Context: an optimization exercise on an open-source flow, tuned for small area. The choices shown serve that exercise and are no tape-out recipe.
The RTL was checked by simulation tests, not by an equivalence proof against the original design.
The clock port is modelled as an ideal driver; clocking choices that lean on that would not hold on a real chip.
Power and IR drop assume default switching activity.

== tundra ==
## fft64_frame_feeder
module fft64_frame_feeder #(
   parameter int WIDTH = 11,
   parameter int GAP   = 0
) (
   input  logic             CLK,
   input  logic             RST,
   input  logic             valid_i,
   output logic             ready_o,
   input  logic [WIDTH-1:0] dr,
   input  logic [WIDTH-1:0] di,
   output logic             valid_o,
   output logic [WIDTH-1:0] xr,
   output logic [WIDTH-1:0] xi,
   output logic             frame_o
);
Size: roughly 4400 cells after synthesis, roughly 50 I/O pins, about 50000 um2 of cells after synthesis.
export LEC_CHECK = 0
export CAP_MARGIN = 20
export CORE_MARGIN = 2
export CORE_UTILIZATION = 65
export SLEW_MARGIN = 20
export SYNTH_HIERARCHICAL = 1
create_clock -name core_clock -period 6.0 [get_ports {CLK}]
standard.sh (not shown) runs the stock make flow with config.mk's settings and CLKGATE_MAP_FILE= SYNTH_SCRIPT=/design/flow/synth_recipe.tcl, a recipe that flattens the netlist after the stock synthesis.
==> flow/flow/run.sh <==
#!/bin/bash
# Own layout flow: the standard flow (standard.sh) with three changes:
#  - the port buffers are buf_1 cells,
#  - CTS uses clkbuf_8 with larger sink clusters and no dummy loads,
#  - after CTS, each leaf clock buffer whose flip-flop clock pins have an
#    estimated slew over 110 ps is upsized to clkbuf_16 (flow/fix_clk.tcl).
# Each tool's output goes to a log file of its own in this folder.
set -euo pipefail
B=sky130_fd_sc_hd__
VARS=(
  "BUFFER_PORTS_ARGS=-buffer_cell ${B}buf_1"
  "CTS_ARGS=-sink_clustering_enable -repair_clock_nets -dont_use_dummy_load -buf_list ${B}clkbuf_8 -sink_clustering_size 17 -sink_clustering_max_diameter 60"
)
bash standard.sh "${VARS[@]}" synth > log_1_synth.txt 2>&1
bash standard.sh "${VARS[@]}" cts > log_2_place_cts.txt 2>&1
openroad -no_init -exit flow/fix_clk.tcl > log_3_fix_clk.txt 2>&1
bash standard.sh "${VARS[@]}" finish > log_4_route_finish.txt 2>&1
==> flow/flow/fix_clk.tcl <==
# Upsize leaf clock buffers that drive flip-flop clock pins with a high
# estimated slew, then legalize the placement. Edits the CTS result in place.
set res orfs/results/$::env(FLOW_PLATFORM)/fft64_frame_feeder/base
set pdir $::env(FLOW_HOME)/platforms/$::env(FLOW_PLATFORM)
read_liberty $pdir/lib/sky130_fd_sc_hd__tt_025C_1v80.lib
read_db $res/4_cts.odb
read_sdc $res/4_cts.sdc
source $pdir/setRC.tcl
estimate_parasitics -placement
set m16 [[ord::get_db] findMaster sky130_fd_sc_hd__clkbuf_16]
set drivers [dict create]
set worst 0
foreach pin [all_registers -clock_pins] {
  set s [get_property $pin slew_max]
  if {$s > $worst} { set worst $s }
  if {$s > 0.110} {
    set net [get_nets -of_objects $pin]
    foreach d [get_pins -of_objects $net -filter "direction==output"] {
      dict set drivers [get_full_name [get_cells -of_objects $d]] 1
    }
  }
}
puts "worst estimated clock-pin slew before: $worst ns"
set block [ord::get_db_block]
set n 0
foreach name [dict keys $drivers] {
  set inst [$block findInst $name]
  if {$inst eq "NULL"} { continue }
  set m [[$inst getMaster] getName]
  if {[string match "sky130_fd_sc_hd__clkbuf_*" $m] && $m ne "sky130_fd_sc_hd__clkbuf_16"} {
    $inst swapMaster $m16
    incr n
    puts "upsized $name from $m"
  }
}
puts "upsized $n clock buffers"
if {$n > 0} {
  detailed_placement
  check_placement -verbose
  estimate_parasitics -placement
  set worst 0
  foreach pin [all_registers -clock_pins] {
    set s [get_property $pin slew_max]
    if {$s > $worst} { set worst $s }
  }
  puts "worst estimated clock-pin slew after: $worst ns"
  write_db $res/4_cts.odb
}
tundra finished every step from synthesis to the final layout, and the layout passed the timing, design-rule and antenna checks.
#### Input delta (fjord over tundra)
==> flow/flow/run.sh <==
#!/bin/bash
# Own layout flow: the standard flow (standard.sh) with three changes:
#  - the port buffers are buf_1 cells,
#  - CTS uses clkbuf_4 with sink clusters of at most 10 and no dummy loads,
#  - after CTS, each leaf clock buffer whose flip-flop clock pins have an
#    estimated slew over 110 ps is upsized one step (flow/fix_clk.tcl).
# Each tool's output goes to a log file of its own in this folder.
set -euo pipefail
B=sky130_fd_sc_hd__
VARS=(
  "BUFFER_PORTS_ARGS=-buffer_cell ${B}buf_1"
  "CTS_ARGS=-sink_clustering_enable -repair_clock_nets -dont_use_dummy_load -buf_list ${B}clkbuf_4 -sink_clustering_size 10 -sink_clustering_max_diameter 40"
)
bash standard.sh "${VARS[@]}" synth > log_1_synth.txt 2>&1
bash standard.sh "${VARS[@]}" cts > log_2_place_cts.txt 2>&1
openroad -no_init -exit flow/fix_clk.tcl > log_3_fix_clk.txt 2>&1
bash standard.sh "${VARS[@]}" finish > log_4_route_finish.txt 2>&1
-- flow/flow/fix_clk.tcl --
<<< tundra, line 9
estimate_parasitics -placement
set m16 [[ord::get_db] findMaster sky130_fd_sc_hd__clkbuf_16]
set drivers [dict create]
>>> fjord, line 9
estimate_parasitics -placement
set db [ord::get_db]
set up [dict create sky130_fd_sc_hd__clkbuf_4 sky130_fd_sc_hd__clkbuf_8 sky130_fd_sc_hd__clkbuf_8 sky130_fd_sc_hd__clkbuf_16]
set drivers [dict create]
<<< tundra, line 29
  set m [[$inst getMaster] getName]
  if {[string match "sky130_fd_sc_hd__clkbuf_*" $m] && $m ne "sky130_fd_sc_hd__clkbuf_16"} {
    $inst swapMaster $m16
    incr n
>>> fjord, line 30
  set m [[$inst getMaster] getName]
  if {[dict exists $up $m]} {
    $inst swapMaster [$db findMaster [dict get $up $m]]
    incr n
fjord vs tundra — global-route usage rose 0.30 points.
From tundra to fjord the numbers moved as follows: final critical-path share of the clock period dropped 2.1 points; worst setup slack picked up an extra 0.13 ns.
In fjord relative to tundra, layout filler cell count had gone up slightly.
fjord vs tundra — minimum clock period dropped 0.13 ns.
Diff tundra..fjord | die area | negligible
Measured against fjord, the clock-buffer cell count of tundra comes out at 0.58 times the reference value.
Total chip power: fjord vs tundra down 0.75%

[separate check: timing with driven ports]
No port has a modelled driver above. Below, the same layouts with a new extraction and two added sets of constraints. Step 1 sets driving cells, clkbuf_16 on the clock port and buf_2 on the other inputs (assumed; they add their load-dependent delay and slew). Step 2 adds t to the input delays and takes it off the output delays; t is the mean of the earliest and latest rising clock arrival at the registers after step 1. Input paths then give back, and output paths get back, about the clock's delay inside the block. a / b / c = ideal / step 1 / step 2; a / b = the first two.
| run | shift t [ns] | setup slack, ns | clock arrival spread, ns |
|---|---|---|---|
| tundra | 0.825 | 1.474 / 1.474 / 1.474 | 0.063 / 0.063 |
| fjord | 1.109 | 1.602 / 1.602 / 1.602 | 0.156 / 0.157 |
After both steps setup and hold are still met in every run listed.
